From an optimization exercise on the open Yosys and OpenROAD flow, aimed at small area; shortcuts taken in it are not production practice. The RTL was checked by simulation tests, not by an equivalence proof against the original design. No activity file was given, so power comes from the tool's default toggle rates.

## north
Design game_top, start of the top module:
module game_top
#(
    parameter int STEP_DIV    = 50,
    parameter int SHIMMER_DIV = 1500
) (
    input  logic        clk,
    input  logic        rst,
    input  logic        bright,
    input  logic        btn_left,
    input  logic        btn_right,
    input  logic        btn_jump,
    input  logic        map_sel,
    input  logic [9:0] h_count,
    input  logic [9:0] v_count,
    output logic [11:0] rgb,
    output logic [15:0] score
);
typedef logic [9:0] coord_t;
typedef logic signed [6:0] vel_t;
typedef logic [11:0] rgb_t;
typedef logic [4-1:0] coin_mask_t;
localparam int NUM_MAPS = 2;
localparam logic [NUM_MAPS*6*10-1:0] PLAT_XS = {
    10'd250, 10'd250, 10'd430, 10'd540, 10'd400, 10'd600,
    10'd400, 10'(143), 10'd350, 10'd600, 10'd250, 10'd500
};
localparam logic [NUM_MAPS*6*10-1:0] PLAT_XE = {
    10'd300, 10'd400, 10'd470, 10'd700, 10'd540, 10'd640,
    10'd500, 10'd200, 10'd450, 10'd640, 10'd290, 10'd540
};
localparam logic [NUM_MAPS*6*10-1:0] PLAT_Y = {
    10'd300, 10'd200, 10'd200, 10'd240, 10'd340, 10'd400,
  ...
Size in the first run: ~700 cells after synthesis, about 55 I/O pins.
==> flow/config.mk <==
export PLATFORM = sky130hd
export DESIGN_NAME = game_top
export DESIGN_NICKNAME = game_top
export VERILOG_FILES = /design/flow/design.v
export SDC_FILE = /design/flow/constraint.sdc
export NUM_CORES = 4
export LEC_CHECK = 0
export CAP_MARGIN = 0
export CORE_MARGIN = 2
export CORE_UTILIZATION = 40
export CTS_BUF_LIST = sky130_fd_sc_hd__clkbuf_8
export GPL_TIMING_DRIVEN = 0
export SLEW_MARGIN = 0
==> flow/constraint.sdc <==
create_clock -name core_clock -period 10.0 [get_ports {clk}]
set_input_delay 2.0000 -clock core_clock [delete_from_list [all_inputs] [get_ports {clk}]]
set_output_delay 2.0000 -clock core_clock [all_outputs]
set_load 0.01 [all_outputs]
standard.sh (not shown) runs the stock make flow with config.mk's settings and CLKGATE_MAP_FILE= SYNTH_SCRIPT=/design/flow/synth_recipe.tcl, a recipe that flattens the netlist after the stock synthesis.
==> flow/flow/run.sh <==
#!/bin/bash
# layout flow: the standard synthesis, then its combinational logic re-mapped for area
# by ABC (registers untouched, best of eight seeds), then the standard layout from
# floorplan to finish
set -euo pipefail
W=$(pwd)
R=$W/orfs/results/$FLOW_PLATFORM/game_top/base
bash standard.sh synth > $W/1_standard_synth.log 2>&1
cp $R/1_2_yosys.v $W/1_2_yosys_standard.v
YOSYS=$(command -v yosys || echo $FLOW_HOME/../tools/install/yosys/bin/yosys)
export POST_LIB=$FLOW_HOME/platforms/$FLOW_PLATFORM/lib/sky130_fd_sc_hd__tt_025C_1v80.lib
export POST_IN=$W/1_2_yosys_standard.v
export POST_DONT_USE="$(cat $W/flow/dont_use.txt)"
SEEDS="0 1 2 3 4 5 6 7"
for batch in "0 1 2 3" "4 5 6 7"; do
  for s in $batch; do
    sed "s/SEED/$s/" $W/flow/post.abc.in > $W/post_$s.abc
    POST_ABC=$W/post_$s.abc POST_OUT=$W/1_2_yosys_post_$s.v \
      $YOSYS -c $W/flow/post.tcl > $W/2_post_synth_$s.log 2>&1 &
  done
  wait
done
best=""; best_area=""
for s in $SEEDS; do
  a=$(grep "Chip area" $W/2_post_synth_$s.log | tail -1 | awk '{print $NF}')
  if [[ -n "$a" && -s $W/1_2_yosys_post_$s.v ]]; then
    if [[ -z "$best" ]] || awk -v a="$a" -v b="$best_area" 'BEGIN{exit !(a < b)}'; then
      best=$s; best_area=$a
    fi
  fi
done
echo "post synthesis: seed $best, area $best_area" > $W/2_post_choice.log
export POST_OUT=$W/1_2_yosys_post_$best.v
$YOSYS -c $W/flow/check.tcl > $W/2_post_check.log 2>&1
sleep 1
cp $POST_OUT $R/1_2_yosys.v
rm -f $R/1_synth.odb $R/1_synth.sdc
# every port still gets its buffer, the smallest buffer cell of the library
export BUFFER_PORTS_ARGS="-buffer_cell sky130_fd_sc_hd__buf_1"
# the clock tree without the dummy loads that only even out the loads of its leaves
export CTS_ARGS="-sink_clustering_enable -repair_clock_nets -buf_list sky130_fd_sc_hd__clkbuf_8 -dont_use_dummy_load"
bash standard.sh > $W/3_standard_finish.log 2>&1
Other scripts of this flow, unchanged in this note and not shown: flow/flow/check.tcl, flow/flow/dont_use.txt, flow/flow/post.abc.in, flow/flow/post.tcl
### north -> south
--- a/flow/design.v
+++ b/flow/design.v
@@ -130,16 +130,12 @@
     end
     le_const = r;
 endfunction
 function automatic logic in_rng(input coord_t v, input int lo, input int hi);
     in_rng = ge_const(v, lo) && le_const(v, hi);
 endfunction
-function automatic logic in_rng_lim(input coord_t v, input int lo, input int hi,
-                                    input int vmin, input int vmax);
-    in_rng_lim = ((lo <= vmin) || ge_const(v, lo)) && ((hi >= vmax) || le_const(v, hi));
-endfunction
 `default_nettype none
 module hero_motion
 #(
     parameter int STEP_DIV = 500000
 ) (
     input  logic    clk,
@@ -285,16 +281,12 @@
     end
     le_const = r;
 endfunction
 function automatic logic in_rng(input coord_t v, input int lo, input int hi);
     in_rng = ge_const(v, lo) && le_const(v, hi);
 endfunction
-function automatic logic in_rng_lim(input coord_t v, input int lo, input int hi,
-                                    input int vmin, input int vmax);
-    in_rng_lim = ((lo <= vmin) || ge_const(v, lo)) && ((hi >= vmax) || le_const(v, hi));
-endfunction
     localparam int CNT_W = 6;
     localparam coord_t REST_Y = coord_t'(460 - 32);
     typedef logic signed [5:0] spd_t;
     logic [CNT_W-1:0] step_cnt;
     logic             chk_land;
     logic [8:0] y9;
@@ -302,14 +294,13 @@
     logic   jumping;
     logic   on_ground;
     logic   supported;
     logic   head_hit;
     coord_t land_y;
     function automatic logic span_at(input logic m, input int i, input coord_t x);
-        span_at = in_rng_lim(x, int'(plat_xs(m, i)) - 31, int'(plat_xe(m, i)) - 1,
-                             143 - 1, 734 - 32 + 1);
+        span_at = in_rng(x, int'(plat_xs(m, i)) - 31, int'(plat_xe(m, i)) - 1);
     endfunction
     function automatic logic hit_m(input logic m, input coord_t x, input coord_t lo_y,
                                    input coord_t hi_y);
         logic hit;
         hit = 1'b0;
         for (int i = 0; i < 6; i++) begin
@@ -319,24 +310,24 @@
             end
         end
         hit_m = hit;
     endfunction
     function automatic coord_t land_m(input logic m, input coord_t y);
         coord_t top;
-        if (ge_const(y, 416)) begin
-            top = REST_Y;
-        end else if (ge_const(y, 352)) begin
-            top = 10'd368;
-        end else if (ge_const(y, 304)) begin
-            top = m ? 10'd308 : 10'd318;
-        end else if (ge_const(y, 256)) begin
-            top = 10'd268;
-        end else if (m && !ge_const(y, 192)) begin
-            top = 10'd168;
-        end else begin
-            top = m ? 10'd208 : 10'd218;
+        logic   best;
+        top = REST_Y;
+        for (int i = 0; i < 6; i++) begin
+            best = ge_const(y, int'(plat_y(m, i)) - 32) && !ge_const(y, REST_Y);
+            for (int j = 0; j < 6; j++) begin
+                if (int'(plat_y(m, j)) > int'(plat_y(m, i))) begin
+                    best = best && !ge_const(y, int'(plat_y(m, j)) - 32);
+                end
+            end
+            if (best) begin
+                top = coord_t'(plat_y(m, i) - 32);
+            end
         end
         land_m = top;
     endfunction
     assign step     = step_cnt[5] && step_cnt[4] && step_cnt[1];
     assign cnt_wrap = step_cnt[5] && step_cnt[4] && step_cnt[0];
     assign chk_land = step_cnt[5] && step_cnt[4] && !step_cnt[1] && !step_cnt[0];
@@ -570,27 +561,23 @@
     end
     le_const = r;
 endfunction
 function automatic logic in_rng(input coord_t v, input int lo, input int hi);
     in_rng = ge_const(v, lo) && le_const(v, hi);
 endfunction
-function automatic logic in_rng_lim(input coord_t v, input int lo, input int hi,
-                                    input int vmin, input int vmax);
-    in_rng_lim = ((lo <= vmin) || ge_const(v, lo)) && ((hi >= vmax) || le_const(v, hi));
-endfunction
     logic [NUM_MAPS-1:0][4-1:0] collected;
     coin_mask_t                          cur_mask;
     coin_mask_t                          touch;
     coin_mask_t                          take;
     logic [3:0]                          count;
     function automatic coin_mask_t touch_m(input logic m, input coord_t x, input coord_t y);
         for (int i = 0; i < 4; i++) begin
             touch_m[i] = in_rng(x, int'(coin_x(m, i)) - 32 + 1,
                                 int'(coin_x(m, i)) + 16 - 1) &&
-                         in_rng_lim(y, int'(coin_y(m, i)) - 32 + 1,
-                                    int'(coin_y(m, i)) + 16 - 1, 48, 454);
+                         in_rng(y, int'(coin_y(m, i)) - 32 + 1,
+                                int'(coin_y(m, i)) + 16 - 1);
         end
     endfunction
     assign cur_mask  = collected[map_sel];
     assign coin_mask = cur_mask;
     assign touch = map_sel ? touch_m(1'b1, hero_x, hero_y) : touch_m(1'b0, hero_x, hero_y);
     assign take  = touch & ~cur_mask;
@@ -755,16 +742,12 @@
     end
     le_const = r;
 endfunction
 function automatic logic in_rng(input coord_t v, input int lo, input int hi);
     in_rng = ge_const(v, lo) && le_const(v, hi);
 endfunction
-function automatic logic in_rng_lim(input coord_t v, input int lo, input int hi,
-                                    input int vmin, input int vmax);
-    in_rng_lim = ((lo <= vmin) || ge_const(v, lo)) && ((hi >= vmax) || le_const(v, hi));
-endfunction
     typedef enum logic [2:0] {
         PIX_BLANK    = 3'd0,
         PIX_SKY      = 3'd5,
         PIX_GROUND   = 3'd2,
         PIX_PLATFORM = 3'd6,
         PIX_COIN     = 3'd7,
@@ -1011,16 +994,12 @@
     end
     le_const = r;
 endfunction
 function automatic logic in_rng(input coord_t v, input int lo, input int hi);
     in_rng = ge_const(v, lo) && le_const(v, hi);
 endfunction
-function automatic logic in_rng_lim(input coord_t v, input int lo, input int hi,
-                                    input int vmin, input int vmax);
-    in_rng_lim = ((lo <= vmin) || ge_const(v, lo)) && ((hi >= vmax) || le_const(v, hi));
-endfunction
     coord_t     hero_x;
     coord_t     hero_y;
     coin_mask_t coin_mask;
     logic       step;
     logic       cnt_wrap;
     hero_motion #(
## What came out
Minimum setup slack in the final design down 0.84 ns in south wrt north
The run showing the greater routed length per placed instance is south.
NOTE: full die area in south exceeds that of north
Changes observed in south relative to north: worst setup timing slack at the placement stage fell by 0.95 ns, horizontal die dimension stayed essentially flat, share of power burned in the clock network stayed essentially flat.
south gives more wire length of the first global-routing pass than north did.
Cmp south vs north: highest fanout seen on the critical path lower in south
Of the two candidates, north has the worse sum of internal, switching and leakage power and south the better one.
south against north: effective utilization at floorplan went up 0.24 points, critical path data arrival time shows an increase of 0.87 ns.

-- re-timing with driven ports --
The results above use ideal ports. As a check the final layouts listed here were re-extracted and re-timed, cells and wires unchanged. Step 1: set_driving_cell puts a clkbuf_16 on clk and a buf_2 on each other input, an assumption about the parent block. Step 2 also shifts input and output timing later by t, the mid clock arrival at the registers, as if the neighbouring blocks saw the same clock. a / b / c = ideal ports / drivers / drivers and shift; a / b = the first two.
run | t (ns) | slack for setup (ns) | worst setup path after step 2 | slew at the worst register clock pin (ns)
north | 0.394 | 3.067 / 3.075 / 2.681 | input to register | 0.08 / 0.08
south | 0.394 | 2.222 / 2.233 / 1.840 | input to register | 0.08 / 0.08
After both steps every run listed still meets setup and hold. For north, which loses most, drivers alone change the setup slack by +0.008 ns; drivers and shift together by -0.386 ns.
